From an optimization exercise on the open Yosys and OpenROAD flow, aimed at small area; shortcuts taken in it are not production practice.
Where RTL was checked, it was by simulation tests only, not by an equivalence proof against the original.
Function not checked in run 2: the RTL went through the layout flow alone.
No activity file was given, so power comes from the tool's default toggle rates.

## config.mk

```make
export PLATFORM = sky130hd
export DESIGN_NAME = frame_ctrl_top
export DESIGN_NICKNAME = frame_ctrl_top
export VERILOG_FILES = /design/flow/design.v
export SDC_FILE = /design/flow/constraint.sdc
export NUM_CORES = 4
export LEC_CHECK = 0
export CAP_MARGIN = 20
export CORE_AREA = 2 2 298 238
export DIE_AREA = 0 0 300 240
export SLEW_MARGIN = 20
```

## constraint.sdc

```tcl
create_clock -name core_clock -period 6.0 [get_ports {clk}]
set_input_delay 1.2000 -clock core_clock [delete_from_list [all_inputs] [get_ports {clk}]]
set_output_delay 1.2000 -clock core_clock [all_outputs]
set_load 0.01 [all_outputs]
```

## design.v

```verilog
package frame_ctrl_pkg;
    typedef logic [32-1:0] addr_t;
    typedef logic [7:0] byte_t;
    typedef logic [8*9-1:0] fm_word_t;
    typedef logic [8-1:0] buf_addr_t;
    typedef logic [7:0] frm_idx_t;
    typedef struct packed {
        logic [7:0] rsvd;
        addr_t saddr;
        logic [7:0] tag;
        logic dm_type;  
        logic [23-1:0] btt;
    } dm_cmd_t;
    typedef struct packed {
        logic en;
        buf_addr_t addr;
        fm_word_t data;
    } fm_wr_t;
    typedef enum logic [2:0] {IDLE, LOAD, CORE, SAVE, FINISH} seq_state_e;
    typedef enum logic [1:0] {STOP, CMD, XFER} eng_state_e;
endpackage
`timescale 1ns/1ps
module frame_ctrl_top (
    input  logic                                              clk,
    input  logic                                              rst_n,
    input  logic                                              start,
    input  frame_ctrl_pkg::frm_idx_t                          frm_index,
    input  frame_ctrl_pkg::addr_t                             dma_addr,
    output logic                                              mm2s_cmd_valid,
    input  logic                                              mm2s_cmd_ready,
    output logic [71:0]                                       mm2s_cmd,
    input  logic                                              s_tvalid,
    output logic                                              s_tready,
    input  frame_ctrl_pkg::byte_t                             s_tdata,
    input  logic                                              s_tlast,
    output logic                                              s2mm_cmd_valid,
    input  logic                                              s2mm_cmd_ready,
    output logic [71:0]                                       s2mm_cmd,
    output logic                                              m_tvalid,
    input  logic                                              m_tready,
    output frame_ctrl_pkg::byte_t                             m_tdata,
    output logic                                              m_tkeep,
    output logic                                              m_tlast,
    output logic                                              core_valid,
    input  logic                                              core_finish,
    output logic [3*(8+8*9+1)-1:0] fm_wr,
    output logic [4*8-1:0]                 fm_rd_addr,
    input  logic [4*8*9-1:0]           fm_dout,
    output logic                                              irq
);
    localparam logic [3:0] S_IDLE  = 4'd0;
    localparam logic [3:0] S_GO    = 4'd1;   
    localparam logic [3:0] S_LCMD  = 4'd2;
    localparam logic [3:0] S_LXFER = 4'd3;
    localparam logic [3:0] S_CV    = 4'd4;   
    localparam logic [3:0] S_CW    = 4'd5;
    localparam logic [3:0] S_SGO   = 4'd6;
    localparam logic [3:0] S_SCMD  = 4'd7;
    localparam logic [3:0] S_SXFER = 4'd8;
    localparam logic [3:0] S_SDONE = 4'd9;
    localparam logic [3:0] S_FIN   = 4'd10;  
    logic [3:0] st, st_nx;
    logic lx, sx, beat;
    logic [8:0] bv;
    logic [4:0] w;
    logic       bz;
    logic [31:0] da;
    logic [7:0]  fi;
    logic [15:0] ahi;
    logic [7:0] sl [0:2][0:7];
    assign lx = (st == S_LXFER);
    assign sx = (st == S_SXFER);
    assign bz = (bv == 9'd0);
    assign mm2s_cmd_valid = (st == S_LCMD);
    assign s_tready       = lx;
    assign core_valid     = (st == S_CV);
    assign s2mm_cmd_valid = (st == S_SCMD);
    assign irq            = (st == S_FIN);
    assign m_tvalid       = sx && !bz;
    assign beat = s_tvalid && lx;
    always_comb begin
        st_nx = st;
        case (st)
            S_IDLE:  if (start) st_nx = S_GO;
            S_GO:    st_nx = S_LCMD;
            S_LCMD:  if (mm2s_cmd_ready) st_nx = S_LXFER;
            S_LXFER: if (s_tvalid && s_tlast) st_nx = S_CV;
            S_CV,
            S_CW:    st_nx = core_finish ? S_SGO : S_CW;
            S_SGO:   st_nx = S_SCMD;
            S_SCMD:  if (s2mm_cmd_ready) st_nx = S_SXFER;
            S_SXFER: if (m_tvalid && m_tready && m_tlast) st_nx = S_SDONE;
            S_SDONE: st_nx = S_FIN;
            default: st_nx = S_IDLE;
        endcase
    end
    always_ff @(posedge clk or negedge rst_n) begin
        if (!rst_n) st <= S_IDLE;
        else        st <= st_nx;
    end
    always_ff @(posedge clk) begin
        if (st == S_GO) da <= dma_addr;
    end
    assign fi = sl[0][0];
    logic [11:0] lo_sum;
    logic [4:0]  hi_inc;
    always_comb begin
        lo_sum = {1'b0, da[26:16]} + {2'd0, fi, 2'b00} + {3'd0, fi, 1'b0};
        hi_inc = da[31:27] + 1'b1;
        ahi = {lo_sum[11] ? hi_inc : da[31:27], lo_sum[10:0]};
    end
    assign mm2s_cmd = {8'h00, ahi, da[15:0], 8'h00, 1'b0, 23'(100)};
    assign s2mm_cmd = {8'h00, ahi, da[15:0], 8'h00, 1'b0, 23'(288)};
    always_ff @(posedge clk or negedge rst_n) begin
        if (!rst_n) begin
            bv <= '0;
            w  <= '0;
        end else if (lx) begin
            if (s_tvalid) begin
                if (s_tlast) begin
                    bv <= '0;
                    w  <= '0;
                end else if (w[2:1] == 2'd2) begin
                    w[2:1] <= 2'd0;
                    bv     <= bz ? 9'd1 : (bv[7] ? 9'd0 : {bv[7:0], 1'b0});
                    if (bv[7]) w[4:3] <= w[4:3] + 1'b1;
                end else begin
                    w[2:1] <= w[2:1] + 1'b1;
                end
            end
        end else if (bz) begin
            if (sx) bv <= 9'd1;
        end else if (m_tready) begin
            bv <= {bv[7:0], 1'b0};
            if (bv[8]) w <= w + 1'b1;
        end
    end
    logic [3:0] lcol;    
    logic [8:0] lslot;   
    always_comb begin
        for (int j = 0; j < 3; j++) lcol[j] = (w[2:1] == 2'(j));
        lcol[3] = 1'b0;
        lslot = {bv[7:0], bz};
    end
    for (genvar j = 0; j < 3; j++) begin : g_col
        for (genvar i = 0; i < 8; i++) begin : g_slot
            if (i == 0 && j == 0) begin : g_cfg
                always_ff @(posedge clk) begin
                    if (st == S_GO)                     sl[j][i] <= frm_index;
                    else if (st == S_CV)                sl[j][i] <= 8'(17);
                    else if (beat && lcol[j] && lslot[i]) sl[j][i] <= s_tdata;
                end
            end else if (i < 6) begin : g_plain
                always_ff @(posedge clk) begin
                    if (beat && lcol[j] && lslot[i]) sl[j][i] <= s_tdata;
                end
            end else begin : g_clr
                always_ff @(posedge clk) begin
                    if (beat && lcol[j] && (lslot[i] || lslot[8]))
                        sl[j][i] <= lslot[8] ? 8'h00 : s_tdata;
                end
            end
        end
    end
    logic [7:0] low_byte, p6_0;
    assign low_byte = s_tlast ? 8'h00 : s_tdata;
    assign p6_0     = sl[0][6] | (s_tlast ? s_tdata : 8'h00);
    assign fm_wr[80]      = beat && ((lcol[0] && lslot[8]) || s_tlast);
    assign fm_wr[79:72]   = {6'd0, w[4:3]};
    assign fm_wr[71:0]    = {sl[0][0], sl[0][1], sl[0][2], sl[0][3], sl[0][4], sl[0][5],
                             p6_0, sl[0][7], low_byte};
    assign fm_wr[161]     = beat && ((lcol[1] && lslot[8]) || s_tlast);
    assign fm_wr[160:153] = {6'd0, w[4:3]};
    assign fm_wr[152:81]  = {sl[1][0], sl[1][1], sl[1][2], sl[1][3], sl[1][4], sl[1][5],
                             sl[1][6], sl[1][7], low_byte};
    assign fm_wr[242]     = beat && ((lcol[2] && lslot[8]) || s_tlast);
    assign fm_wr[241:234] = {6'd0, w[4:3]};
    assign fm_wr[233:162] = {sl[2][0], sl[2][1], sl[2][2], sl[2][3], sl[2][4], sl[2][5],
                             sl[2][6], sl[2][7], low_byte};
    assign m_tlast = bv[8] && (w == 5'd31);
    assign m_tkeep = 1'b1;
    logic [3:0] scol;
    logic [7:0] cbyte [0:3];
    always_comb begin
        for (int c = 0; c < 4; c++) scol[c] = (w[2:1] == 2'(c));
        for (int c = 0; c < 4; c++) begin
            cbyte[c] = '0;
            for (int i = 0; i < 9; i++)
                cbyte[c] = cbyte[c] | ({8{bv[i]}} & fm_dout[72*c + 8*(8-i) +: 8]);
        end
        m_tdata = cbyte[w[2:1]];
    end
    assign fm_rd_addr = {4{5'd0, w[4:3], w[0]}};
endmodule
```

## flow/run.sh

```bash
#!/bin/bash
# The standard layout (standard.sh: ORFS synthesis to finish) with these
# layout choices changed:
#  - ABC maps the combinational logic for area (flow/abc_area_map.script in
#    place of ORFS's abc_speed.script; registers are mapped as before)
#  - port buffers use the smallest buffer cell instead of ORFS's default pick
#  - the clock tree uses clkbuf_8 with clusters of at most 16 sinks and no
#    dummy loads
#  - tie cells are not duplicated per load
# standard.sh's own output goes to standard.log here; ORFS writes each tool's
# full log under orfs/logs/.
set -e
rm -rf scripts
cp -r "$FLOW_HOME/scripts" scripts
cp flow/abc_area_map.script scripts/abc_speed.script
export SCRIPTS_DIR="$PWD/scripts"
export BUFFER_PORTS_ARGS="-buffer_cell sky130_fd_sc_hd__buf_1"
export CTS_ARGS="-sink_clustering_enable -repair_clock_nets -dont_use_dummy_load -buf_list sky130_fd_sc_hd__clkbuf_8 -sink_clustering_size 16 -sink_clustering_max_diameter 50"
export SKIP_REPAIR_TIE_FANOUT=1
bash standard.sh > standard.log 2>&1
```

## flow/abc_area_map.script

```
strash
dch -f
amap
strash
dch -f
amap
topo
dnsize -c
```

## standard.sh

```bash
#!/bin/bash
# synth_recipe.tcl (not shown) runs the flow's synth.tcl, then flattens the netlist and writes it again
# the make line also repeats each setting of config.mk as NAME=value (left out here)
make -C /OpenROAD-flow-scripts/flow DESIGN_CONFIG=/design/flow/config.mk WORK_HOME=/design/flow/orfs CLKGATE_MAP_FILE= SYNTH_SCRIPT=/design/flow/synth_recipe.tcl "${@:-finish}"
```

==> impl_metrics.yaml, run 1 <==
placed_design:
  preCtsSetupSlack_ns: 1.40
  gp_congestion: 0.998
  dp.final_hpwl_um: 41300
  numPortBuffers: 660
synth:
  yosys.area.top_type_share: 0.589
  yosysSeqAreaShare: 0.628
  synth_nets: 1224
  yosys-mux-area-fraction: 0
  synth_area_um2: 11400
  synth-edff-count: 224
  synth_fa_ha_area_frac: 0.0293
  synthTopCellsByArea: "edfxtp_1 (59%), buf_4 (13%), a222oi_1 (8.1%), dfrtp_1 (3.9%), nor2_1 (2.7%)"
  synth_common_cells: "edfxtp_1 (224), buf_4 (202), a222oi_1 (92)"
  synth_top_area_cell: "edfxtp_1"
  synth_top_family_by_area: "buffers and inverters"
  yosysWarnings: 3
  ys_seq_elements: 242
  synth_cells: 857
  yosysMostFrequentCell: "edfxtp_1"
  syn_avg_cell_area_um2: 13.3
  synth_xor_area_frac: 0
  post_synth_and_or_nand_nor_area_fraction: 0.0502
  synth-compound-area-share: 0.143
  synth.distinct_cells: 33
  synthFlopType: "edfxtp_1"
  ys_async_sr_fraction: 0.0744
global_route:
  antenna_found_initial: 4
  grt_overflow_total: 0
  grt_pass1_vias: 8716
  grt_max_degree: 114
  grt_pass1_wl_um: 67200
  grtUsageTotal: 0.132
finish:
  syn2layout_area_growth_pct: 23.4
  layout.nets: 1735
  layout-drive-gt1-share: 0.0410
floorplan:
  die_w_um: 300
  num_io_pins: 780
  fp.dieH_um: 240
  initial_core_util: 0.165
  core_um2: 69100
  die_area_um2: 72000
  rows: 86
drt:
  vias: 9687
  drt-initial-drc-count: 1469
  via_per_inst: 4.22
  drc_errors: 0
  ant_nets: 0
  first_pass_iters: 14
  wl_um: 51300
  wire_per_inst_um: 22.4
critical_path:
  end_kind: "primary output"
  path_cells: "fa_1 -> ha_1 -> a21oi_1 -> o21bai_1 -> a311o_1 -> nand2_1 -> nor2_1 -> a211oi_1 -> o21ai_0 -> nand2_1 -> nor2_1 -> nand2_1 -> o21ai_0 -> buf_1"
  worstSetupPathType: "flip-flop to primary output"
  cp_slowest_cell: "o21ai_0"
  worstPathMaxFanout: 6
  rr_startpoint: "bv[7]"
  cp.required_ns: 4.80
  r2r_slack_ns: 2.58
  reg2reg_depth: 6
  slowest_delay_ns: 0.56
  cpMostUsedCell: "nand2_1"
  reg2reg_to: "sl[16][5]"
  arrival_ns: 4.02
  cp-start-kind: "flip-flop"
clock_tree:
  holdBufCountCts: 0
  root_buffer: "clkbuf_8"
  cts_resized: 0
  clkSinkCount: 242
  cts_buffers: 24
  clockBufferDepth: 3
  htreeDepth: 1
  postCtsSetupBuffers: 0
  clk_latency_ns: 0.60
  clkTransAtPathRegs_ns: 0.10
  cts_tree: "built"
timing:
  max_freq_ghz: 0.191
  worst_slew_pin_slew_ns: 1.01
  drv_slew: 0
  post-route-min-period_ns: 5.22
  finalWorstSetupSlack_ns: 0.777
  grt_setup_unrepaired: "false"
  finalHoldViolCount: 0
  finalSetupTns_ns: 0
  setup_violations: 0
  maxSlewHeadroom: 0.327
  clock_skew_ns: 0.0567
  fin_crit_sh: 0.871
  whs_ns: 0.598
power:
  peakVddDrop_uv: 276
  p_per_area_nw_per_um2: 419
  leakage_nw: 4.14
worst_hold_path:
  hold_class: "input pin to asynchronous set/reset pin"
status:
  outcome: "finished clean"
run:
  cap_violations: 0
state kept, by name (all words and copies together), names as in the netlist:
signal  cells
da         32
bv          9
sl        192
st          4
w           5
layout by cell type (no fill, tap or decap), types with 7 or more instances in the layout:
cell,Yosys,routed
a21oi_1,16,16
a222oi_1,92,92
a22oi_1,7,7
a31oi_1,31,31
buf_1,0,659
buf_4,202,27
clkbuf_8,0,24
clkinv_1,50,50
dfrtp_1,18,16
edfxtp_1,224,224
fa_1,8,8
ha_1,14,14
nand2_1,30,30
nor2_1,81,80
o21ai_0,18,18
o21bai_1,12,12
o22ai_1,13,13
or4_1,8,8
how the worst max path moves through the flow:
stage,start,endpoint,slack (ns),cells after the start
2_1_floorplan,sl[0][2],s2mm_cmd[63],1.59,14
5_1_grt,sl[0][1],mm2s_cmd[63],0.49,14
3_3_place_gp,fm_dout[10],m_tdata[2],1.41,5
3_5_place_dp,sl[0][2],mm2s_cmd[63],1.40,14
6_report,sl[0][1],mm2s_cmd[63],0.78,14
4_1_cts,sl[0][1],mm2s_cmd[63],0.74,14
report_power, final:
part	total [mW]	switching (mW)	internal, mW
Clock	0.878	0.524	0.355
Sequential	2.24	0.203	2.04
Combinational	2.80	1.91	0.888
Total	5.91	2.64	3.28
kinds of logic (layout without fill, tap and decap cells):
family,count (synthesis),after routing
AOI/OAI and AO/OA,203,203
adders and majority gates,22,22
buffers and inverters,252,761
DFF,242,242
other,2,8
and+or+nand+nor,136,136
cell type report:
| type | instances | area (µm²) |
|---|---|---|
| repair buffers | 687 | 2680 |
| clock buffers | 24 | 330 |
| flip-flops and latches | 242 | 7180 |
| diodes | 6 | 15.0 |
| inverters | 50 | 188 |
| fillers | 7598 | 55000 |
| multi-input cells | 363 | 2550 |
| well taps | 924 | 1160 |
metal layers:
| layer | wire, µm | up-vias | GRT usage |
|---|---|---|---|
| met5 | 117 | - | 0.00884 |
| met4 | 1210 | 6 | 0.0298 |
| met3 | 7420 | 93 | 0.0689 |
| met2 | 20700 | 747 | 0.180 |
| met1 | 21800 | 4654 | 0.179 |
| li1 | - | 4187 | - |
stage by stage:
step                      std cells  utilization  instance area [µm²]  total power, mW
final                          2296        0.204                14100             5.91
after global routing           2291        0.204                14100             6.30
after CTS                      2290        0.204                14100             5.92
after detailed placement       2266        0.199                13700             5.02
after global placement         2266        0.199                13700             5.03
after floorplan                 857            -                11400             4.14
critical path: cells and delay by family (launching register included):
family                     cells  cell delay (ns)
AOI/OAI and AO/OA              6             1.39
adders and majority gates      2             0.82
and+or+nand+nor                5             0.54
DFF                            1             0.48
buffers and inverters          1             0.19
==> inputs of run 2 (changes only) <==
--- a/design.v
+++ b/design.v
@@ -104,8 +104,18 @@
     assign fi = sl[0][0];
-    logic [11:0] lo_sum;
+    logic [10:0] ax, ay, az, cs, cc;
+    logic [11:0] rc;
     logic [4:0]  hi_inc;
     always_comb begin
-        lo_sum = {1'b0, da[26:16]} + {2'd0, fi, 2'b00} + {3'd0, fi, 1'b0};
+        ax = da[26:16];
+        ay = {1'b0, fi, 2'b00};
+        az = {2'd0, fi, 1'b0};
+        cs = ax ^ ay ^ az;
+        cc = {(ax[9:0] & ay[9:0]) | (ax[9:0] & az[9:0]) | (ay[9:0] & az[9:0]), 1'b0};
+        rc[0] = 1'b0;
+        for (int i = 0; i < 11; i++) begin
+            ahi[i]  = cs[i] ^ cc[i] ^ rc[i];
+            rc[i+1] = (cs[i] & cc[i]) | (cs[i] & rc[i]) | (cc[i] & rc[i]);
+        end
         hi_inc = da[31:27] + 1'b1;
-        ahi = {lo_sum[11] ? hi_inc : da[31:27], lo_sum[10:0]};
+        ahi[15:11] = rc[11] ? hi_inc : da[31:27];
     end
==> impl_metrics.yaml, run 2 <==
finish:
  largest_reg_flops: 192
  top_register: "sl"
  layout.nets: 1700
  syn2layout_area_growth_pct: 25.5
  top_regs: "sl x192, da x32, bv x9"
  final_area_um2: 14200
  final_util: 0.205
  final_common_cell: "buf_1"
  mostFrequentLayoutCells: "buf_1 (645), edfxtp_1 (224), a222oi_1 (89)"
  multi_input_area_um2: 2510
  nFillCells: 7602
  regArea_um2: 7180
  layout-drive-gt1-share: 0.0706
placed_design:
  place_area_um2: 13600
  dp.final_hpwl_um: 40100
  numPortBuffers: 660
  gp_congestion: 0.906
synth:
  ys_seq_elements: 242
  synth_nets: 1186
  yosysWarnings: 3
  synth_top_family_by_area: "buffers and inverters"
  ys_async_sr_fraction: 0.0744
  synthFlopType: "edfxtp_1"
  yosys-mux-area-fraction: 0
  synth_top_area_cell: "edfxtp_1"
  synth-compound-area-share: 0.137
  synth_cells: 820
  synth_area_um2: 11300
  syn_avg_cell_area_um2: 13.8
  synth_xor_area_frac: 0
  synth_common_cells: "edfxtp_1 (224), buf_4 (202), a222oi_1 (89)"
  synth.distinct_cells: 32
  synth-edff-count: 224
  yosysMostFrequentCell: "edfxtp_1"
  yosys.area.top_type_share: 0.595
  yosysSeqAreaShare: 0.634
  post_synth_and_or_nand_nor_area_fraction: 0.0437
  synth_fa_ha_area_frac: 0.0332
  synthTopCellsByArea: "edfxtp_1 (59%), buf_4 (13%), a222oi_1 (7.9%), dfrtp_1 (4.0%), fa_1 (2.7%)"
drt:
  vias: 9493
  ant_nets: 0
  first_pass_iters: 9
  drt-initial-drc-count: 1495
  wire_per_inst_um: 22.8
  wl_um: 51700
  via_per_inst: 4.19
  drc_errors: 0
critical_path:
  worstPathMaxFanout: 4
  arrival_ns: 5.31
  r2r_slack_ns: 2.17
  end_kind: "primary output"
  worstSetupPathType: "flip-flop to primary output"
  cp.required_ns: 4.80
  cp-start-kind: "flip-flop"
global_route:
  grt_pass1_wl_um: 68100
  grt_pass1_vias: 9027
  grt_max_degree: 114
  grtUsageTotal: 0.134
  antenna_found_initial: 13
  grt_overflow_total: 0
floorplan:
  core_um2: 69100
  initial_core_util: 0.164
  die_area_um2: 72000
  rows: 86
  die_w_um: 300
  num_io_pins: 780
  fp.dieH_um: 240
status:
  outcome: "complete, but fails checks"
  so_faults: "negative setup slack"
power:
  leakage_nw: 4.22
  p_per_area_nw_per_um2: 446
  p_total_mw: 6.32
  peakVddDrop_uv: 312
timing:
  max_freq_ghz: 0.154
  finalHoldViolCount: 0
  clock_skew_ns: 0.127
  worst_slew_pin_slew_ns: 1.08
  drv_slew: 0
  post-route-min-period_ns: 6.51
  setup_violations: 12
  finalSetupTns_ns: -4.76
  fin_crit_sh: 1.08
  grt_setup_unrepaired: "true"
  maxSlewHeadroom: 0.280
  whs_ns: 0.614
  finalWorstSetupSlack_ns: -0.507
worst_hold_path:
  hold_class: "input pin to asynchronous set/reset pin"
clock_tree:
  cts_tree: "built"
  root_buffer: "clkbuf_8"
  clockBufferDepth: 3
  clk_latency_ns: 0.62
  holdBufCountCts: 0
  cts_buffers: 27
  clkSinkCount: 242
  htreeDepth: 1
  clkTransAtPathRegs_ns: 0.08
run:
  cap_violations: 0
[run 2: logic make-up (layout without fill, tap and decap cells)]
family	count (synthesis)	after routing
other	2	11
and+or+nand+nor	116	116
AOI/OAI and AO/OA	187	187
adders and majority gates	21	21
DFF	242	242
buffers and inverters	252	764
[run 2: worst paths after layout]
kind / from / endpoint / cells past startpoint
max in group asynchronous: rst_n / bv[5] / 1
worst max register to register: bv[0] / bv[6] / 9
worst min register to register: st[0] / st[0] / 2
worst max-delay path: sl[0][0] / mm2s_cmd[62] / 17
min in group core_clock: st[0] / st[0] / 2
worst min-delay path: rst_n / st[1] / 1
[run 2: timing repair]
item,4_1_cts,5_1_grt
setup endpoints to repair,14,14
gates resized for setup,29,10
setup buffers,3,0
pin swaps,10,5
[run 2: final cells by class]
cell class	instances	area share
tap	924	0.0815
inverter	50	0.0136
timing repair buffer	687	0.194
sequential	242	0.506
antenna	9	0.00159
clock buffer	27	0.0262
multi-input combinational	326	0.177
[run 2: power breakdown]
part	switching [mW]	internal (mW)
Clock	0.526	0.396
Sequential	0.307	2.06
Combinational	1.92	1.12
Total	2.75	3.57
[run 2: layer usage]
metal,vias up,part of all wire,track usage
met4,6,0.024,0.0352
li1,4069,-,-
met2,725,0.45,0.210
met1,4613,0.42,0.177
met5,-,0.00052,0
met3,80,0.11,0.0454
[run 2: worst max-delay path: stages, from the launching register on]
cell and delay [ns]:
edfxtp_1 0.37, clkinv_2 0.07, fa_1 0.56, clkinv_2 0.07
ha_4 0.17, fa_2 0.35, fa_2 0.35, fa_2 0.38
fa_2 0.35, fa_2 0.35, fa_2 0.36, fa_2 0.34
fa_2 0.36, buf_6 0.13, nand4_1 0.12, nand2_1 0.11
o21ai_2 0.08, buf_2 0.16
[run 2: per-stage QoR]
stage,cells,setup slack (ns)
6_report,2265,-0.507
4_1_cts,2256,-0.656
2_1_floorplan,820,0.0381
3_3_place_gp,2226,0.0375
3_5_place_dp,2226,-0.0716
5_1_grt,2259,-0.711
==> inputs of run 3 (changes only) <==
--- a/design.v
+++ b/design.v
@@ -50,13 +50,13 @@
 );
-    localparam logic [3:0] S_IDLE  = 4'd0;
-    localparam logic [3:0] S_GO    = 4'd1;   
-    localparam logic [3:0] S_LCMD  = 4'd2;
-    localparam logic [3:0] S_LXFER = 4'd3;
-    localparam logic [3:0] S_CV    = 4'd4;   
-    localparam logic [3:0] S_CW    = 4'd5;
-    localparam logic [3:0] S_SGO   = 4'd6;
-    localparam logic [3:0] S_SCMD  = 4'd7;
-    localparam logic [3:0] S_SXFER = 4'd8;
-    localparam logic [3:0] S_SDONE = 4'd9;
-    localparam logic [3:0] S_FIN   = 4'd10;  
+    localparam logic [3:0] S_IDLE  = 4'b0000;
+    localparam logic [3:0] S_GO    = 4'b0001;   
+    localparam logic [3:0] S_LCMD  = 4'b0011;
+    localparam logic [3:0] S_LXFER = 4'b0010;
+    localparam logic [3:0] S_CV    = 4'b0110;   
+    localparam logic [3:0] S_CW    = 4'b0111;
+    localparam logic [3:0] S_SGO   = 4'b0101;
+    localparam logic [3:0] S_SCMD  = 4'b0100;
+    localparam logic [3:0] S_SXFER = 4'b1100;
+    localparam logic [3:0] S_SDONE = 4'b1101;
+    localparam logic [3:0] S_FIN   = 4'b1111;  
     logic [3:0] st, st_nx;
@@ -104,18 +104,8 @@
     assign fi = sl[0][0];
-    logic [10:0] ax, ay, az, cs, cc;
-    logic [11:0] rc;
+    logic [11:0] lo_sum;
     logic [4:0]  hi_inc;
     always_comb begin
-        ax = da[26:16];
-        ay = {1'b0, fi, 2'b00};
-        az = {2'd0, fi, 1'b0};
-        cs = ax ^ ay ^ az;
-        cc = {(ax[9:0] & ay[9:0]) | (ax[9:0] & az[9:0]) | (ay[9:0] & az[9:0]), 1'b0};
-        rc[0] = 1'b0;
-        for (int i = 0; i < 11; i++) begin
-            ahi[i]  = cs[i] ^ cc[i] ^ rc[i];
-            rc[i+1] = (cs[i] & cc[i]) | (cs[i] & rc[i]) | (cc[i] & rc[i]);
-        end
+        lo_sum = {1'b0, da[26:16]} + {2'd0, fi, 2'b00} + {3'd0, fi, 1'b0};
         hi_inc = da[31:27] + 1'b1;
-        ahi[15:11] = rc[11] ? hi_inc : da[31:27];
+        ahi = {lo_sum[11] ? hi_inc : da[31:27], lo_sum[10:0]};
     end
--- a/flow/run.sh
+++ b/flow/run.sh
@@ -17,3 +17,3 @@
 export BUFFER_PORTS_ARGS="-buffer_cell sky130_fd_sc_hd__buf_1"
-export CTS_ARGS="-sink_clustering_enable -repair_clock_nets -dont_use_dummy_load -buf_list sky130_fd_sc_hd__clkbuf_8 -sink_clustering_size 16 -sink_clustering_max_diameter 50"
+export CTS_ARGS="-sink_clustering_enable -repair_clock_nets -dont_use_dummy_load -buf_list sky130_fd_sc_hd__clkbuf_8 -sink_clustering_size 20 -sink_clustering_max_diameter 40"
 export SKIP_REPAIR_TIE_FANOUT=1
==> impl_metrics.yaml, run 3 <==
synth:
  synth_cells: 853
  synth.distinct_cells: 36
  synth_area_um2: 11400
  ys_seq_elements: 242
  synthTopCellsByArea: "edfxtp_1 (59%), buf_4 (13%), a222oi_1 (8.2%), dfrtp_1 (3.9%), nor2_1 (2.5%)"
  synthFlopType: "edfxtp_1"
  synth_common_cells: "edfxtp_1 (224), buf_4 (202), a222oi_1 (94)"
  yosysMostFrequentCell: "edfxtp_1"
  synth-edff-count: 224
  yosysSeqAreaShare: 0.629
  yosys.area.top_type_share: 0.590
  ys_async_sr_fraction: 0.0744
  yosysWarnings: 3
  synth_top_area_cell: "edfxtp_1"
  synth_nets: 1220
  syn_avg_cell_area_um2: 13.4
timing:
  maxSlewHeadroom: 0.250
  finalHoldViolCount: 0
  finalSetupTns_ns: 0
  post-route-min-period_ns: 5.18
  setup_violations: 0
  clock_skew_ns: 0.103
  fin_crit_sh: 0.864
  max_freq_ghz: 0.193
  whs_ns: 0.583
  worst_slew_pin_slew_ns: 1.12
  grt_setup_unrepaired: "false"
  drv_slew: 0
drt:
  first_pass_iters: 10
  drc_errors: 0
  vias: 9413
  wire_per_inst_um: 20.2
  via_per_inst: 4.10
  drt-initial-drc-count: 1243
  wl_um: 46400
  ant_nets: 0
global_route:
  antenna_found_initial: 11
  grt_pass1_wl_um: 62200
  grt_max_degree: 114
  grt_pass1_vias: 8843
  grt_overflow_total: 0
  grtUsageTotal: 0.118
finish:
  mostFrequentLayoutCells: "buf_1 (660), edfxtp_1 (224), a222oi_1 (94)"
  top_register: "sl"
  layout-drive-gt1-share: 0.0425
  layout.nets: 1733
  final_util: 0.205
  largest_reg_flops: 192
  top_regs: "sl x192, da x32, bv x9"
  final_common_cell: "buf_1"
  syn2layout_area_growth_pct: 23.9
clock_tree:
  clk_latency_ns: 0.64
  cts_buffers: 28
  cts_tree: "built"
  clkTransAtPathRegs_ns: 0.09
  htreeDepth: 1
  postCtsSetupBuffers: 0
  cts_resized: 0
  root_buffer: "clkbuf_8"
  clockBufferDepth: 3
  clkSinkCount: 242
  holdBufCountCts: 0
run:
  cap_violations: 0
critical_path:
  slowest_delay_ns: 0.52
  path_cells: "fa_1 -> ha_1 -> clkinv_1 -> o21bai_1 -> a311o_1 -> nand2_1 -> nor2_1 -> a211oi_1 -> o21ai_0 -> nand2_1 -> nor2_1 -> nand2_1 -> o21ai_0 -> buf_1"
  worstPathMaxFanout: 6
  arrival_ns: 3.98
  cp.required_ns: 4.80
  worstSetupPathType: "flip-flop to primary output"
  cpMostUsedCell: "nand2_1"
  end_kind: "primary output"
  cp-start-kind: "flip-flop"
  cp_slowest_cell: "o21ai_0"
placed_design:
  gp_congestion: 0.909
  dp.final_hpwl_um: 37100
  numPortBuffers: 660
power:
  p_per_area_nw_per_um2: 422
  leakage_nw: 4.16
  p_total_mw: 5.97
  peakVddDrop_uv: 335
floorplan:
  die_w_um: 300
  rows: 86
  fp.dieH_um: 240
  num_io_pins: 780
  initial_core_util: 0.165
  die_area_um2: 72000
  core_um2: 69100
status:
  outcome: "finished clean"
worst_hold_path:
  hold_class: "input pin to asynchronous set/reset pin"
[run 3: layout make-up]
cell class,count,area [µm²]
Fill cell,7617,54900
Sequential cell,242,7180
Timing Repair Buffer,685,2670
Multi-Input combinational cell,357,2540
Tap cell,924,1160
Clock buffer,28,385
Inverter,52,195
Antenna cell,8,20.0
[run 3: cell families (layout without fill, tap and decap cells)]
kind of cell | count (synthesis) | count (layout) | synth area share
buffers and inverters | 254 | 765 | 0.150
DFF | 242 | 242 | 0.629
AOI/OAI and AO/OA | 201 | 201 | 0.141
and+or+nand+nor | 132 | 132 | 0.0495
adders and majority gates | 22 | 22 | 0.0294
other | 2 | 10 | 0.000658
[run 3: per-stage QoR]
stage | area [µm²] | cells | worst slack, ns
2_1_floorplan | 11400 | 853 | 1.55
3_3_place_gp | 13700 | 2259 | 1.53
3_5_place_dp | 13700 | 2259 | 1.46
4_1_cts | 14100 | 2287 | 0.760
5_1_grt | 14100 | 2290 | 0.392
6_report | 14100 | 2296 | 0.817
[run 3: final timing paths]
kind                          start           end  slack (ns)  depth (start not counted)
max                        sl[0][2]  s2mm_cmd[63]        0.82                         14
min                           rst_n          w[4]        0.58                          2
max reg2reg                   bv[0]         bv[2]        2.34                         10
min reg2reg                   st[2]         st[2]        0.62                          2
max in group asynchronous     rst_n         bv[7]        5.14                          2
min in group core_clock       st[2]         st[2]        0.62                          2
[run 3: worst max-delay path: cells and delay by family, from the launching register on]
| kind | cells | cell delay (ns) |
|---|---|---|
| compound gates | 5 | 1.26 |
| fa+ha+maj | 2 | 0.83 |
| buf+inv | 2 | 0.27 |
| flops | 1 | 0.46 |
| simple gates | 5 | 0.53 |
[run 3: metal layers]
metal / routed length, µm / vias up / GRT usage
li1: - / 4190 / -
met1: 19700 / 4482 / 0.159
met2: 19600 / 667 / 0.174
met3: 5640 / 72 / 0.0442
met4: 1490 / 2 / 0.0405
met5: 13 / - / 0
[run 3: report_power, final]
group | internal (mW) | switching (mW)
logic | 0.917 | 1.91
clock network | 0.409 | 0.532
registers | 2.04 | 0.164
==> inputs of run 4 (changes only) <==
--- a/flow/run.sh
+++ b/flow/run.sh
@@ -17,3 +17,3 @@
 export BUFFER_PORTS_ARGS="-buffer_cell sky130_fd_sc_hd__buf_1"
-export CTS_ARGS="-sink_clustering_enable -repair_clock_nets -dont_use_dummy_load -buf_list sky130_fd_sc_hd__clkbuf_8 -sink_clustering_size 20 -sink_clustering_max_diameter 40"
+export CTS_ARGS="-sink_clustering_enable -repair_clock_nets -dont_use_dummy_load -buf_list sky130_fd_sc_hd__clkbuf_8 -sink_clustering_size 16 -sink_clustering_max_diameter 50"
 export SKIP_REPAIR_TIE_FANOUT=1
--- a/config.mk
+++ b/config.mk
@@ -10,2 +10,3 @@
 export DIE_AREA = 0 0 300 240
+export PLACE_DENSITY = 0.75
 export SLEW_MARGIN = 20
==> impl_metrics.yaml, run 4 <==
placed_design:
  preCtsSetupSlack_ns: 1.39
  numPortBuffers: 660
  place_area_um2: 13700
  dp_cells: 2257
  dp.final_hpwl_um: 39200
  gp_congestion: 0.959
worst_hold_path:
  hold_class: "input pin to asynchronous set/reset pin"
finish:
  top_regs: "sl x192, da x32, bv x9"
  nFillCells: 7527
  final_area_um2: 14100
  top_register: "sl"
  final_common_cell: "buf_1"
  layout-drive-gt1-share: 0.0384
  largest_reg_flops: 192
  syn2layout_area_growth_pct: 23.1
  final_cells: 2290
  layout.nets: 1724
  mostFrequentLayoutCells: "buf_1 (659), edfxtp_1 (224), a222oi_1 (94)"
timing:
  finalSetupTns_ns: 0
  maxSlewHeadroom: 0.228
  drv_slew: 0
  finalWorstSetupSlack_ns: 0.808
  worst_slew_pin_slew_ns: 1.15
  post-route-min-period_ns: 5.19
  max_freq_ghz: 0.193
  clock_skew_ns: 0.0677
  setup_violations: 0
  grt_setup_unrepaired: "false"
  fin_crit_sh: 0.865
  finalHoldViolCount: 0
floorplan:
  initial_core_util: 0.165
  fp.dieH_um: 240
  die_w_um: 300
  rows: 86
  core_um2: 69100
  die_area_um2: 72000
  num_io_pins: 780
critical_path:
  rr_startpoint: "bv[6]"
  cp.required_ns: 4.80
  r2r_slack_ns: 2.24
  end_kind: "primary output"
  path_cells: "fa_1 -> ha_1 -> clkinv_1 -> o21bai_1 -> a311o_1 -> nand2_1 -> nor2_1 -> a211oi_1 -> o21ai_0 -> nand2_1 -> nor2_1 -> nand2_1 -> o21ai_0 -> buf_1"
  arrival_ns: 3.99
  reg2reg_depth: 8
  reg2reg_to: "bv[4]"
  worstSetupPathType: "flip-flop to primary output"
  cp_slowest_cell: "o21ai_0"
  worstPathMaxFanout: 6
  slowest_delay_ns: 0.55
  cp-start-kind: "flip-flop"
  cpMostUsedCell: "nand2_1"
  cp_num_buf_inv: 2
  critPathTopFamily: "compound AO/OA/AOI/OAI gates"
clock_tree:
  clk_latency_ns: 0.57
  postCtsSetupBuffers: 0
  holdBufCountCts: 0
  clkTransAtPathRegs_ns: 0.10
  cts_resized: 0
  cts_tree: "built"
  htreeDepth: 1
  root_buffer: "clkbuf_8"
  clockBufferDepth: 3
  clkSinkCount: 242
  cts_buffers: 22
synth:
  yosysSeqAreaShare: 0.629
  synth_top_area_cell: "edfxtp_1"
  synthTopCellsByArea: "edfxtp_1 (59%), buf_4 (13%), a222oi_1 (8.2%), dfrtp_1 (3.9%), nor2_1 (2.5%)"
  yosysWarnings: 3
  yosys.area.top_type_share: 0.590
  synth_area_um2: 11400
  synth_nets: 1220
  synthFlopType: "edfxtp_1"
  ys_seq_elements: 242
  synth.distinct_cells: 36
  synth-edff-count: 224
  ys_async_sr_fraction: 0.0744
  syn_avg_cell_area_um2: 13.4
  yosysMostFrequentCell: "edfxtp_1"
  synth_common_cells: "edfxtp_1 (224), buf_4 (202), a222oi_1 (94)"
  synth_cells: 853
power:
  leakage_nw: 4.10
  sequentialPowerShare: 0.385
  switchingPower_mw: 2.65
  p_per_area_nw_per_um2: 421
  power.share.clock: 0.140
  peakVddDrop_uv: 391
  p_int_mw: 3.27
  p_sw_frac: 0.448
  p_total_mw: 5.92
  comb_power_share: 0.475
drt:
  drc_errors: 0
  ant_nets: 0
  drt-initial-drc-count: 1481
  vias: 9634
  wl_um: 48100
  first_pass_iters: 17
  wire_per_inst_um: 21.0
  via_per_inst: 4.21
global_route:
  grt_pass1_vias: 9150
  grt_max_degree: 114
  grt_overflow_total: 0
  grt_pass1_wl_um: 63700
  grtUsageTotal: 0.124
  antenna_found_initial: 13
run:
  cap_violations: 0
status:
  outcome: "finished clean"
-- run 4: cell counts after synthesis --
No cell type changed its count.
-- run 4: how the worst max path moves through the flow --
stage | startpoint | to | slack, ns | depth (start not counted)
finish | sl[0][2] | s2mm_cmd[63] | 0.81 | 14
global route | sl[0][2] | s2mm_cmd[63] | 0.38 | 14
floorplan | st[2] | sl[0][0] | 1.55 | 5
CTS | sl[0][2] | s2mm_cmd[63] | 0.75 | 14
detailed placement | sl[0][2] | s2mm_cmd[63] | 1.39 | 14
global placement | fm_dout[6] | m_tdata[6] | 1.43 | 5
-- run 4: power groups by stage --
| stage | clock network [mW] | logic (mW) | registers, mW |
|---|---|---|---|
| floorplan | 0 | 1.97 | 2.29 |
| global placement | 0 | 2.75 | 2.30 |
| detailed placement | 0 | 2.77 | 2.31 |
| CTS | 0.866 | 2.78 | 2.28 |
| global route | 0.921 | 3.10 | 2.30 |
| finish | 0.826 | 2.81 | 2.28 |
-- run 4: cells by family (layout without fill, tap and decap cells) --
logic type | count (synthesis) | after routing | share of synthesized area
other | 2 | 13 | 0.000658
DFF | 242 | 242 | 0.629
and+or+nand+nor | 132 | 132 | 0.0495
buffers and inverters | 254 | 756 | 0.150
AOI/OAI and AO/OA | 201 | 201 | 0.141
adders and majority gates | 22 | 22 | 0.0294
-- run 4: cell type report --
type,count,area (µm²),area share
Sequential cell,242,7180,0.511
Timing Repair Buffer,682,2650,0.189
Multi-Input combinational cell,357,2530,0.180
Tap cell,924,1160,0.0823
Clock buffer,22,303,0.0215
Inverter,52,195,0.0139
Antenna cell,11,27.5,0.00196
-- run 4: stage by stage --
| step | utilization | hold slack [ns] |
|---|---|---|
| 3_5_place_dp | 0.199 | 0.603 |
| 5_1_grt | 0.203 | 0.592 |
| 4_1_cts | 0.203 | 0.615 |
| 3_3_place_gp | 0.199 | 0.598 |
| 2_1_floorplan | - | 0.562 |
| 6_report | 0.203 | 0.609 |
-- run 4: worst reg2reg max path, cell delays in order, from the launching register on --
cell       delay [ns]
dfrtp_1          0.67
nor2_1           0.37
nand3_1          0.12
nor4_1           0.63
nor3_1           0.13
a2111oi_2        0.92
o21ai_0          0.26
or2_0            0.38
o22ai_1          0.20
-- run 4: layer usage --
metal,global-route usage,vias up,share of wire
li1,-,4176,-
met1,0.164,4618,0.42
met2,0.185,740,0.43
met3,0.0507,90,0.13
met4,0.0329,10,0.022
met5,0,-,0.0016
==> inputs of run 5 (changes only) <==
--- a/config.mk
+++ b/config.mk
@@ -10,3 +10,2 @@
 export DIE_AREA = 0 0 300 240
-export PLACE_DENSITY = 0.75
 export SLEW_MARGIN = 20
==> impl_metrics.yaml, run 5 <==
synth:
  synth.distinct_cells: 36
  yosysMostFrequentCell: "edfxtp_1"
  synth_nets: 1220
  synth_cells: 853
  synth_top_area_cell: "edfxtp_1"
  synth_common_cells: "edfxtp_1 (224), buf_4 (202), a222oi_1 (94)"
  synthFlopType: "edfxtp_1"
  syn_avg_cell_area_um2: 13.4
  yosysWarnings: 3
  synth-edff-count: 224
  yosysSeqAreaShare: 0.629
  synth_area_um2: 11400
  ys_async_sr_fraction: 0.0744
  synthTopCellsByArea: "edfxtp_1 (59%), buf_4 (13%), a222oi_1 (8.2%), dfrtp_1 (3.9%), nor2_1 (2.5%)"
  yosys.area.top_type_share: 0.590
  ys_seq_elements: 242
timing:
  post-route-min-period_ns: 5.17
  drv_slew: 0
  maxSlewHeadroom: 0.267
  finalHoldViolCount: 0
  finalSetupTns_ns: 0
  finalWorstSetupSlack_ns: 0.831
  max_freq_ghz: 0.193
  grt_setup_unrepaired: "false"
  fin_crit_sh: 0.861
  whs_ns: 0.588
  setup_violations: 0
  clock_skew_ns: 0.0911
  worst_slew_pin_slew_ns: 1.10
critical_path:
  end_kind: "primary output"
  cp.required_ns: 4.80
  worstPathMaxFanout: 6
  worstSetupPathType: "flip-flop to primary output"
  arrival_ns: 3.97
  cp-start-kind: "flip-flop"
placed_design:
  gp_congestion: 0.909
  preCtsSetupSlack_ns: 1.46
  numPortBuffers: 660
  place_area_um2: 13700
  dp.final_hpwl_um: 37100
drt:
  first_pass_iters: 12
  vias: 9385
  ant_nets: 0
  wire_per_inst_um: 20.2
  via_per_inst: 4.10
  drt-initial-drc-count: 1176
  wl_um: 46200
  drc_errors: 0
finish:
  final_common_cell: "buf_1"
  layout-drive-gt1-share: 0.0390
  top_register: "sl"
  syn2layout_area_growth_pct: 23.3
  layout.nets: 1728
  mostFrequentLayoutCells: "buf_1 (660), edfxtp_1 (224), a222oi_1 (94)"
  top_regs: "sl x192, da x32, bv x9"
  final_area_um2: 14100
  largest_reg_flops: 192
power:
  p_per_area_nw_per_um2: 418
  leakage_nw: 4.12
  peakVddDrop_uv: 336
  p_total_mw: 5.88
global_route:
  met1_usage: 0.159
  grtUsageTotal: 0.118
  grt.met2_usage: 0.173
  grt_max_degree: 114
  grt_pass1_wl_um: 62000
  busiest_layer: "met2"
  grt_overflow_total: 0
  antenna_found_initial: 11
  use_met3: 0.0440
  grt_pass1_vias: 8796
clock_tree:
  holdBufCountCts: 0
  cts_buffers: 23
  postCtsSetupBuffers: 0
  cts_resized: 0
  cts_tree: "built"
  clk_latency_ns: 0.61
  clkSinkCount: 242
  root_buffer: "clkbuf_8"
  clockBufferDepth: 3
  htreeDepth: 1
  clkTransAtPathRegs_ns: 0.10
floorplan:
  die_w_um: 300
  initial_core_util: 0.165
  core_um2: 69100
  num_io_pins: 780
  rows: 86
  die_area_um2: 72000
  fp.dieH_um: 240
status:
  outcome: "finished clean"
worst_hold_path:
  hold_class: "input pin to asynchronous set/reset pin"
run:
  cap_violations: 0
-- run 5: cell counts after synthesis --
No cell type changed its count.
-- run 5: kinds of logic (layout without fill, tap and decap cells) --
| group | count (synthesis) | in the layout | synth area share |
|---|---|---|---|
| buffers and inverters | 254 | 760 | 0.150 |
| AND/OR/NAND/NOR | 132 | 132 | 0.0495 |
| adder cells (fa/ha/maj) | 22 | 22 | 0.0294 |
| AO/OA/AOI/OAI | 201 | 201 | 0.141 |
| flip-flops | 242 | 242 | 0.629 |
| other | 2 | 9 | 0.000658 |
-- run 5: worst max-delay path, cell delays in order, from the launching register on --
cell and delay, ns:
edfxtp_1 0.47, fa_1 0.50, ha_1 0.33, clkinv_1 0.09
o21bai_1 0.24, a311o_1 0.22, nand2_1 0.07, nor2_1 0.09
a211oi_1 0.07, o21ai_0 0.52, nand2_1 0.14, nor2_1 0.16
nand2_1 0.08, o21ai_0 0.20, buf_1 0.18
-- run 5: final cells by class --
| type | instances | area, µm² |
|---|---|---|
| diodes | 7 | 17.5 |
| clock buffers | 23 | 317 |
| repair buffers | 685 | 2670 |
| inverters | 52 | 195 |
| fillers | 7617 | 55000 |
| flip-flops and latches | 242 | 7180 |
| well taps | 924 | 1160 |
| multi-input cells | 357 | 2540 |
-- run 5: path summary, 6_finish.rpt --
check | from | to | slack [ns] | cells after the start
min in group core_clock | st[2] | st[2] | 0.61 | 2
worst max-delay path | sl[0][2] | s2mm_cmd[63] | 0.83 | 14
max in group asynchronous | rst_n | bv[7] | 5.12 | 2
worst min-delay path | rst_n | w[4] | 0.59 | 2
worst max register to register | bv[0] | bv[2] | 2.38 | 10
worst min register to register | st[2] | st[2] | 0.61 | 2
-- run 5: report_power, final --
group	internal [mW]	switching [mW]	total [mW]	leakage, nW
Clock	0.340	0.522	0.862	0.165
Sequential	2.04	0.164	2.20	2.25
Combinational	0.917	1.90	2.82	1.71
Total	3.30	2.58	5.88	4.12
-- run 5: through the flow --
| stage | utilization | std cells |
|---|---|---|
| 6_report | 0.204 | 2290 |
| 5_1_grt | 0.203 | 2285 |
| 4_1_cts | 0.203 | 2282 |
| 2_1_floorplan | - | 853 |
| 3_5_place_dp | 0.199 | 2259 |
| 3_3_place_gp | 0.199 | 2259 |
-- run 5: metal layers --
metal  routed length, µm  vias to the layer above  part of all wire
li1                    -                     4178                 -
met1               19500                     4461              0.42
met2               19400                      659              0.42
met3                5770                       83              0.12
met4                1530                        4             0.033
met5                  27                        -           0.00058
==> inputs of run 6 (changes only) <==
--- a/config.mk
+++ b/config.mk
@@ -8,4 +8,4 @@
 export CAP_MARGIN = 20
-export CORE_AREA = 2 2 298 238
-export DIE_AREA = 0 0 300 240
+export CORE_AREA = 2 2 278 278
+export DIE_AREA = 0 0 280 280
 export SLEW_MARGIN = 20
==> impl_metrics.yaml, run 6 <==
synth:
  yosysSeqAreaShare: 0.629
  ys_seq_elements: 242
  synth_nets: 1220
  synth_top_area_cell: "edfxtp_1"
  syn_avg_cell_area_um2: 13.4
  synth.distinct_cells: 36
  synth-edff-count: 224
  yosysMostFrequentCell: "edfxtp_1"
  yosys.area.top_type_share: 0.590
  synth_area_um2: 11400
  synthFlopType: "edfxtp_1"
  synth_cells: 853
  synth_common_cells: "edfxtp_1 (224), buf_4 (202), a222oi_1 (94)"
  ys_async_sr_fraction: 0.0744
  synthTopCellsByArea: "edfxtp_1 (59%), buf_4 (13%), a222oi_1 (8.2%), dfrtp_1 (3.9%), nor2_1 (2.5%)"
  yosysWarnings: 3
power:
  peakVddDrop_uv: 200
  p_total_mw: 6.10
  p_per_area_nw_per_um2: 431
  leakage_nw: 4.13
timing:
  finalSetupTns_ns: 0
  drv_slew: 0
  finalHoldViolCount: 0
  setup_violations: 0
  worst_slew_pin_slew_ns: 0.993
  clock_skew_ns: 0.0612
  post-route-min-period_ns: 5.26
  maxSlewHeadroom: 0.332
  fin_crit_sh: 0.877
  finalWorstSetupSlack_ns: 0.736
  max_freq_ghz: 0.190
  grt_setup_unrepaired: "false"
critical_path:
  end_kind: "primary output"
  cp-start-kind: "flip-flop"
  worstPathMaxFanout: 6
  worstSetupPathType: "flip-flop to primary output"
  cp.required_ns: 4.80
  arrival_ns: 4.06
finish:
  layout.nets: 1732
  nFillCells: 8409
  layout-drive-gt1-share: 0.0455
  final_cells: 2351
  syn2layout_area_growth_pct: 24.2
  largest_reg_flops: 192
  multi_input_area_um2: 2530
  top_regs: "sl x192, da x32, bv x9"
  mostFrequentLayoutCells: "buf_1 (660), edfxtp_1 (224), a222oi_1 (94)"
  final_common_cell: "buf_1"
  regArea_um2: 7190
  top_register: "sl"
  final_util: 0.187
global_route:
  grt_pass1_vias: 9542
  grt_pass1_wl_um: 73700
  grt_max_degree: 114
  antenna_found_initial: 23
  grtUsageTotal: 0.135
  grt_overflow_total: 0
worst_hold_path:
  hold_class: "input pin to asynchronous set/reset pin"
floorplan:
  initial_core_util: 0.151
  fp.dieH_um: 280
  num_io_pins: 780
  die_area_um2: 78400
  core_um2: 75700
  die_w_um: 280
  rows: 101
placed_design:
  dp.final_hpwl_um: 45600
  gp_congestion: 0.975
  dp_cells: 2318
  preCtsSetupSlack_ns: 1.31
  numPortBuffers: 660
drt:
  wire_per_inst_um: 24.1
  wl_um: 56600
  first_pass_iters: 9
  vias: 9753
  drc_errors: 0
  ant_nets: 0
  via_per_inst: 4.15
  drt-initial-drc-count: 1146
clock_tree:
  cts_resized: 0
  postCtsSetupBuffers: 0
  clkTransAtPathRegs_ns: 0.10
  cts_tree: "built"
  holdBufCountCts: 0
  root_buffer: "clkbuf_8"
  clk_latency_ns: 0.58
  cts_buffers: 23
  clockBufferDepth: 3
  clkSinkCount: 242
  htreeDepth: 1
status:
  outcome: "finished clean"
run:
  cap_violations: 0
## run 6: cell counts after synthesis
Identical to the previous run, type by type.
## run 6: layout make-up
type / count / area share
Timing Repair Buffer: 689 / 0.190
Inverter: 52 / 0.0138
Sequential cell: 242 / 0.507
Tap cell: 978 / 0.0863
Antenna cell: 10 / 0.00177
Clock buffer: 23 / 0.0223
Multi-Input combinational cell: 357 / 0.179
## run 6: power by group
part,switching [mW],leakage (nW),internal (mW)
sequential,0.229,2.24,2.04
combinational,2.05,1.72,0.923
clock,0.519,0.165,0.340
## run 6: kinds of logic (layout without fill, tap and decap cells)
| logic type | Yosys count | in the layout | share of synthesized area |
|---|---|---|---|
| flip-flops | 242 | 242 | 0.629 |
| other | 2 | 12 | 0.000658 |
| buffers and inverters | 254 | 764 | 0.150 |
| AO/OA/AOI/OAI | 201 | 201 | 0.141 |
| AND/OR/NAND/NOR | 132 | 132 | 0.0495 |
| adder cells (fa/ha/maj) | 22 | 22 | 0.0294 |
## run 6: final timing paths
| check | endpoint | from | cells past startpoint | slack [ns] |
|---|---|---|---|---|
| max | mm2s_cmd[63] | sl[0][3] | 14 | 0.74 |
| min | bv[0] | rst_n | 2 | 0.57 |
| max reg2reg | bv[3] | bv[7] | 10 | 1.83 |
| min reg2reg | st[2] | st[2] | 2 | 0.62 |
| max in group asynchronous | bv[7] | rst_n | 2 | 5.12 |
| min in group core_clock | st[2] | st[2] | 2 | 0.62 |
## run 6: routing by layer
metal / track usage / vias to the layer above / wire length, µm
li1: - / 4190 / -
met1: 0.148 / 4685 / 20600
met2: 0.249 / 739 / 28600
met3: 0.0270 / 135 / 4620
met4: 0.0623 / 4 / 2800
met5: 0 / - / 30
## run 6: worst max-delay path, cell delays in order (launching register included)
cell	delay, ns
edfxtp_1	0.48
fa_1	0.49
ha_1	0.33
clkinv_1	0.09
o21bai_1	0.27
a311o_1	0.24
nand2_1	0.08
nor2_1	0.10
a211oi_1	0.07
o21ai_0	0.50
nand2_1	0.14
nor2_1	0.14
nand2_1	0.08
o21ai_0	0.21
buf_1	0.28
## run 6: through the flow
step | area [µm²] | hold WS [ns]
3_5_place_dp | 13800 | 0.600
3_3_place_gp | 13800 | 0.597
5_1_grt | 14200 | 0.584
6_report | 14200 | 0.571
4_1_cts | 14100 | 0.556
2_1_floorplan | 11400 | 0.562
==> inputs of run 7 (changes only) <==
--- a/flow/run.sh
+++ b/flow/run.sh
@@ -17,3 +17,3 @@
 export BUFFER_PORTS_ARGS="-buffer_cell sky130_fd_sc_hd__buf_1"
-export CTS_ARGS="-sink_clustering_enable -repair_clock_nets -dont_use_dummy_load -buf_list sky130_fd_sc_hd__clkbuf_8 -sink_clustering_size 16 -sink_clustering_max_diameter 50"
+export CTS_ARGS="-sink_clustering_enable -repair_clock_nets -dont_use_dummy_load -buf_list sky130_fd_sc_hd__clkbuf_8 -sink_clustering_size 18 -sink_clustering_max_diameter 150"
 export SKIP_REPAIR_TIE_FANOUT=1
--- a/config.mk
+++ b/config.mk
@@ -8,4 +8,4 @@
 export CAP_MARGIN = 20
-export CORE_AREA = 2 2 278 278
-export DIE_AREA = 0 0 280 280
+export CORE_AREA = 2 2 298 238
+export DIE_AREA = 0 0 300 240
 export SLEW_MARGIN = 20
==> impl_metrics.yaml, run 7 <==
critical_path:
  critPathTopFamily: "compound AO/OA/AOI/OAI gates"
  cp_slowest_cell: "o21ai_0"
  path_cells: "fa_1 -> ha_1 -> clkinv_1 -> o21bai_1 -> a311o_1 -> nand2_1 -> nor2_1 -> a211oi_1 -> o21ai_0 -> nand2_1 -> nor2_1 -> nand2_1 -> o21ai_0 -> buf_1"
  worst-path-stages: 14
  crit_start: "sl[0][2]"
  rr_startpoint: "bv[0]"
  worstSetupPathType: "flip-flop to primary output"
  r2r_slack_ns: 2.32
  end_kind: "primary output"
  worstPathMaxFanout: 6
  reg2reg_depth: 10
  cp.required_ns: 4.80
  cp_num_buf_inv: 2
  crit_end: "s2mm_cmd[63]"
  arrival_ns: 3.93
  reg2reg_to: "bv[4]"
  cp-start-kind: "flip-flop"
  slowest_delay_ns: 0.52
  cpMostUsedCell: "nand2_1"
synth:
  synth_fa_ha_area_frac: 0.0294
  ys_async_sr_fraction: 0.0744
  synth_common_cells: "edfxtp_1 (224), buf_4 (202), a222oi_1 (94)"
  syn_avg_cell_area_um2: 13.4
  synth.distinct_cells: 36
  synth_nets: 1220
  synthFlopType: "edfxtp_1"
  yosysWarnings: 3
  synth_cells: 853
  synth_top_family_by_area: "buffers and inverters"
  synth_top_area_cell: "edfxtp_1"
  post_synth_and_or_nand_nor_area_fraction: 0.0495
  ys_seq_elements: 242
  yosysMostFrequentCell: "edfxtp_1"
  synth_area_um2: 11400
  yosys.area.top_type_share: 0.590
  yosys-mux-area-fraction: 0
  synthTopCellsByArea: "edfxtp_1 (59%), buf_4 (13%), a222oi_1 (8.2%), dfrtp_1 (3.9%), nor2_1 (2.5%)"
  synth-compound-area-share: 0.141
  synth-edff-count: 224
  yosysSeqAreaShare: 0.629
  synth_xor_area_frac: 0
finish:
  mostFrequentLayoutCells: "buf_1 (660), edfxtp_1 (224), a222oi_1 (94)"
  layout.nets: 1722
  nFillCells: 7619
  final_common_cell: "buf_1"
  syn2layout_area_growth_pct: 22.6
  top_regs: "sl x192, da x32, bv x9"
  top_register: "sl"
  layout-drive-gt1-share: 0.0347
  largest_reg_flops: 192
  final_cells: 2284
placed_design:
  numPortBuffers: 660
  dp_cells: 2259
  dp.final_hpwl_um: 37100
  gp_congestion: 0.909
worst_hold_path:
  hold_class: "input pin to asynchronous set/reset pin"
timing:
  grt_setup_unrepaired: "false"
  whs_ns: 0.596
  finalHoldViolCount: 0
  maxSlewHeadroom: 0.292
  finalSetupTns_ns: 0
  worst_slew_pin_slew_ns: 1.06
  max_freq_ghz: 0.195
  clock_skew_ns: 0.0355
  drv_slew: 0
  fin_crit_sh: 0.855
  setup_violations: 0
  post-route-min-period_ns: 5.13
floorplan:
  initial_core_util: 0.165
  fp.dieH_um: 240
  core_um2: 69100
  die_area_um2: 72000
  num_io_pins: 780
  rows: 86
  die_w_um: 300
drt:
  first_pass_iters: 9
  wire_per_inst_um: 20.2
  vias: 9418
  drc_errors: 0
  drt-initial-drc-count: 1237
  via_per_inst: 4.12
  wl_um: 46200
  ant_nets: 0
clock_tree:
  holdBufCountCts: 0
  cts_resized: 0
  clkTransAtPathRegs_ns: 0.12
  htreeDepth: 1
  root_buffer: "clkbuf_8"
  postCtsSetupBuffers: 0
  cts_tree: "built"
  clk_latency_ns: 0.54
  clkSinkCount: 242
  clockBufferDepth: 3
  cts_buffers: 17
global_route:
  grt_max_degree: 114
  grt_pass1_vias: 8696
  grt_overflow_total: 0
  grtUsageTotal: 0.118
  grt_pass1_wl_um: 61900
  antenna_found_initial: 11
power:
  peakVddDrop_uv: 334
  leakage_nw: 4.08
  p_total_mw: 5.77
  p_per_area_nw_per_um2: 413
run:
  cap_violations: 0
status:
  outcome: "finished clean"
[run 7: cell counts after synthesis]
No cell type changed its count.
[run 7: report_power, final]
| group | total (mW) | internal, mW | leakage [nW] | switching (mW) |
|---|---|---|---|---|
| Sequential | 2.20 | 2.04 | 2.25 | 0.163 |
| Clock | 0.752 | 0.257 | 0.122 | 0.495 |
| Combinational | 2.82 | 0.917 | 1.71 | 1.91 |
[run 7: worst min path at each step]
stage | startpoint | to | slack, ns | cells past startpoint
2_1_floorplan | w[0] | w[0] | 0.56 | 1
3_3_place_gp | st[2] | st[2] | 0.59 | 2
3_5_place_dp | st[2] | st[2] | 0.60 | 2
4_1_cts | rst_n | st[1] | 0.55 | 2
5_1_grt | rst_n | w[3] | 0.58 | 2
6_report | rst_n | w[3] | 0.60 | 2
[run 7: layout make-up]
cell class / count / area, µm² / share of cell area
flip-flops and latches: 242 / 7180 / 0.513
repair buffers: 685 / 2670 / 0.191
multi-input cells: 357 / 2540 / 0.181
well taps: 924 / 1160 / 0.0827
clock buffers: 17 / 234 / 0.0167
inverters: 52 / 195 / 0.0140
diodes: 7 / 17.5 / 0.00125
[run 7: cells by family after synthesis]
group / count (synthesis)
other cells: 2
fa+ha+maj: 22
buf+inv: 254
compound gates: 201
flops: 242
simple gates: 132
[run 7: through the flow]
stage / setup slack (ns) / utilization / instance area, µm²
6_report: 0.873 / 0.202 / 14000
5_1_grt: 0.417 / 0.202 / 14000
4_1_cts: 0.807 / 0.202 / 14000
3_5_place_dp: 1.46 / 0.199 / 13700
3_3_place_gp: 1.53 / 0.199 / 13700
2_1_floorplan: 1.55 / - / 11400
[run 7: layer usage]
layer | global-route usage | vias up | wire length, µm
met3 | 0.0441 | 84 | 5680
met4 | 0.0362 | 4 | 1470
met5 | 0 | - | 27
met1 | 0.160 | 4488 | 19600
li1 | - | 4163 | -
met2 | 0.174 | 679 | 19400
==> inputs of run 8 (changes only) <==
--- a/flow/run.sh
+++ b/flow/run.sh
@@ -17,3 +17,3 @@
 export BUFFER_PORTS_ARGS="-buffer_cell sky130_fd_sc_hd__buf_1"
-export CTS_ARGS="-sink_clustering_enable -repair_clock_nets -dont_use_dummy_load -buf_list sky130_fd_sc_hd__clkbuf_8 -sink_clustering_size 18 -sink_clustering_max_diameter 150"
+export CTS_ARGS="-sink_clustering_enable -repair_clock_nets -dont_use_dummy_load -buf_list sky130_fd_sc_hd__clkbuf_8 -sink_clustering_size 16 -sink_clustering_max_diameter 120"
 export SKIP_REPAIR_TIE_FANOUT=1
==> impl_metrics.yaml, run 8 <==
status:
  outcome: "finished clean"
placed_design:
  place_area_um2: 13700
  numPortBuffers: 660
  gp_congestion: 0.909
  dp_cells: 2259
  dp.final_hpwl_um: 37100
power:
  peakVddDrop_uv: 334
  switchingPower_mw: 2.59
  p_per_area_nw_per_um2: 416
  sequentialPowerShare: 0.378
  p_int_mw: 3.24
  p_total_mw: 5.83
  p_sw_frac: 0.444
  leakage_nw: 4.10
  comb_power_share: 0.484
  power.share.clock: 0.138
global_route:
  grt_pass1_wl_um: 62200
  grtUsageTotal: 0.119
  grt_max_degree: 114
  grt_pass1_vias: 8760
  antenna_found_initial: 12
  grt_overflow_total: 0
clock_tree:
  postCtsSetupBuffers: 0
  htreeDepth: 1
  root_buffer: "clkbuf_8"
  cts_resized: 0
  clkSinkCount: 242
  clk_latency_ns: 0.56
  cts_buffers: 19
  clockBufferDepth: 3
  clkTransAtPathRegs_ns: 0.11
  cts_tree: "built"
  holdBufCountCts: 0
synth:
  synth_top_family_by_area: "buffers and inverters"
  synth-edff-count: 224
  synth.distinct_cells: 36
  synth_nets: 1220
  syn_avg_cell_area_um2: 13.4
  synth-compound-area-share: 0.141
  synth_fa_ha_area_frac: 0.0294
  synth_area_um2: 11400
  synth_top_area_cell: "edfxtp_1"
  post_synth_and_or_nand_nor_area_fraction: 0.0495
  yosys-mux-area-fraction: 0
  yosys.area.top_type_share: 0.590
  synth_cells: 853
  synthTopCellsByArea: "edfxtp_1 (59%), buf_4 (13%), a222oi_1 (8.2%), dfrtp_1 (3.9%), nor2_1 (2.5%)"
  yosysWarnings: 3
  ys_async_sr_fraction: 0.0744
  yosysMostFrequentCell: "edfxtp_1"
  ys_seq_elements: 242
  synth_xor_area_frac: 0
  synth_common_cells: "edfxtp_1 (224), buf_4 (202), a222oi_1 (94)"
  synthFlopType: "edfxtp_1"
  yosysSeqAreaShare: 0.629
critical_path:
  worstSetupPathType: "flip-flop to primary output"
  cp.required_ns: 4.80
  cp-start-kind: "flip-flop"
  end_kind: "primary output"
  worstPathMaxFanout: 6
  arrival_ns: 3.94
timing:
  max_freq_ghz: 0.194
  drv_slew: 0
  finalHoldViolCount: 0
  whs_ns: 0.589
  setup_violations: 0
  finalSetupTns_ns: 0
  worst_slew_pin_slew_ns: 1.05
  grt_setup_unrepaired: "false"
  post-route-min-period_ns: 5.14
  clock_skew_ns: 0.0364
  fin_crit_sh: 0.857
  maxSlewHeadroom: 0.298
finish:
  mostFrequentLayoutCells: "buf_1 (660), edfxtp_1 (224), a222oi_1 (94)"
  final_common_cell: "buf_1"
  layout-drive-gt1-share: 0.0362
  top_register: "sl"
  final_cells: 2288
  layout.nets: 1724
  largest_reg_flops: 192
  syn2layout_area_growth_pct: 22.9
  final_area_um2: 14000
  top_regs: "sl x192, da x32, bv x9"
floorplan:
  die_w_um: 300
  num_io_pins: 780
  rows: 86
  die_area_um2: 72000
  fp.dieH_um: 240
  initial_core_util: 0.165
  core_um2: 69100
drt:
  wl_um: 46400
  first_pass_iters: 13
  ant_nets: 0
  drc_errors: 0
  vias: 9360
  drt-initial-drc-count: 1346
  wire_per_inst_um: 20.3
  via_per_inst: 4.09
worst_hold_path:
  hold_class: "input pin to asynchronous set/reset pin"
run:
  cap_violations: 0
run 8: critical path, cell delays in order (launching register included):
cell	delay, ns
edfxtp_1	0.48
fa_1	0.50
ha_1	0.33
clkinv_1	0.09
o21bai_1	0.24
a311o_1	0.22
nand2_1	0.07
nor2_1	0.09
a211oi_1	0.07
o21ai_0	0.52
nand2_1	0.14
nor2_1	0.16
nand2_1	0.08
o21ai_0	0.20
buf_1	0.18
run 8: routing by layer:
layer	vias to the layer above	track usage	share of wire
li1	4172	-	-
met1	4434	0.160	0.42
met2	667	0.174	0.42
met3	81	0.0447	0.12
met4	6	0.0385	0.033
met5	-	0	0.00088
run 8: path summary, 6_finish.rpt:
check	from	end	slack, ns	depth (start not counted)
min in group core_clock	st[2]	st[2]	0.61	2
max reg2reg	bv[0]	bv[4]	2.39	10
min	rst_n	w[3]	0.59	2
max in group asynchronous	rst_n	bv[7]	5.17	2
max	sl[0][2]	s2mm_cmd[63]	0.86	14
min reg2reg	st[2]	st[2]	0.61	2
run 8: logic make-up after synthesis:
group	count (synthesis)
buffers and inverters	254
AND/OR/NAND/NOR	132
other	2
adder cells (fa/ha/maj)	22
AO/OA/AOI/OAI	201
flip-flops	242
run 8: area by class of cell:
cell class | count | area [µm²]
multi-input combinational | 357 | 2540
antenna | 9 | 22.5
sequential | 242 | 7180
tap | 924 | 1160
timing repair buffer | 685 | 2670
clock buffer | 19 | 262
inverter | 52 | 195
fill | 7625 | 55100
run 8: power by group through the flow:
stage / Sequential (mW) / Clock (mW) / Combinational, mW
floorplan: 2.29 / 0 / 1.97
CTS: 2.21 / 0.845 / 2.83
global route: 2.22 / 0.899 / 3.13
global placement: 2.24 / 0 / 2.81
finish: 2.20 / 0.806 / 2.82
detailed placement: 2.24 / 0 / 2.82
run 8: metrics by stage:
stage,setup slack (ns),util
2_1_floorplan,1.55,-
3_3_place_gp,1.53,0.199
3_5_place_dp,1.46,0.199
4_1_cts,0.797,0.202
5_1_grt,0.419,0.203
6_report,0.856,0.203

-- afterwards: timing with drivers on the ports --
How much do the figures lean on ideal ports? The routed layouts below were timed once more, with nothing changed but the port constraints. Step 1, drivers: a clkbuf_16 drives clk and a buf_2 each remaining input, both assumed. Step 2, shift: input delay + t, output delay - t, t = (earliest + latest rising clock arrival at the registers) / 2. This alone moves slack from input paths to output paths. a / b / c = ideal ports / drivers / drivers and shift; a / b = the first two.
run	t, ns	setup WS [ns]	worst slew at a driven data input, ns
run 1	0.600	0.777 / 0.721 / 1.307	0.18
run 2	0.621	-0.507 / -0.565 / 0.056	0.15
run 3	0.614	0.817 / 0.779 / 1.392	0.16
run 4	0.588	0.808 / 0.755 / 1.343	0.19
run 5	0.588	0.831 / 0.793 / 1.381	0.16
run 6	0.600	0.736 / 0.684 / 1.284	0.20
run 7	0.568	0.873 / 0.835 / 1.402	0.15
run 8	0.581	0.856 / 0.815 / 1.396	0.15
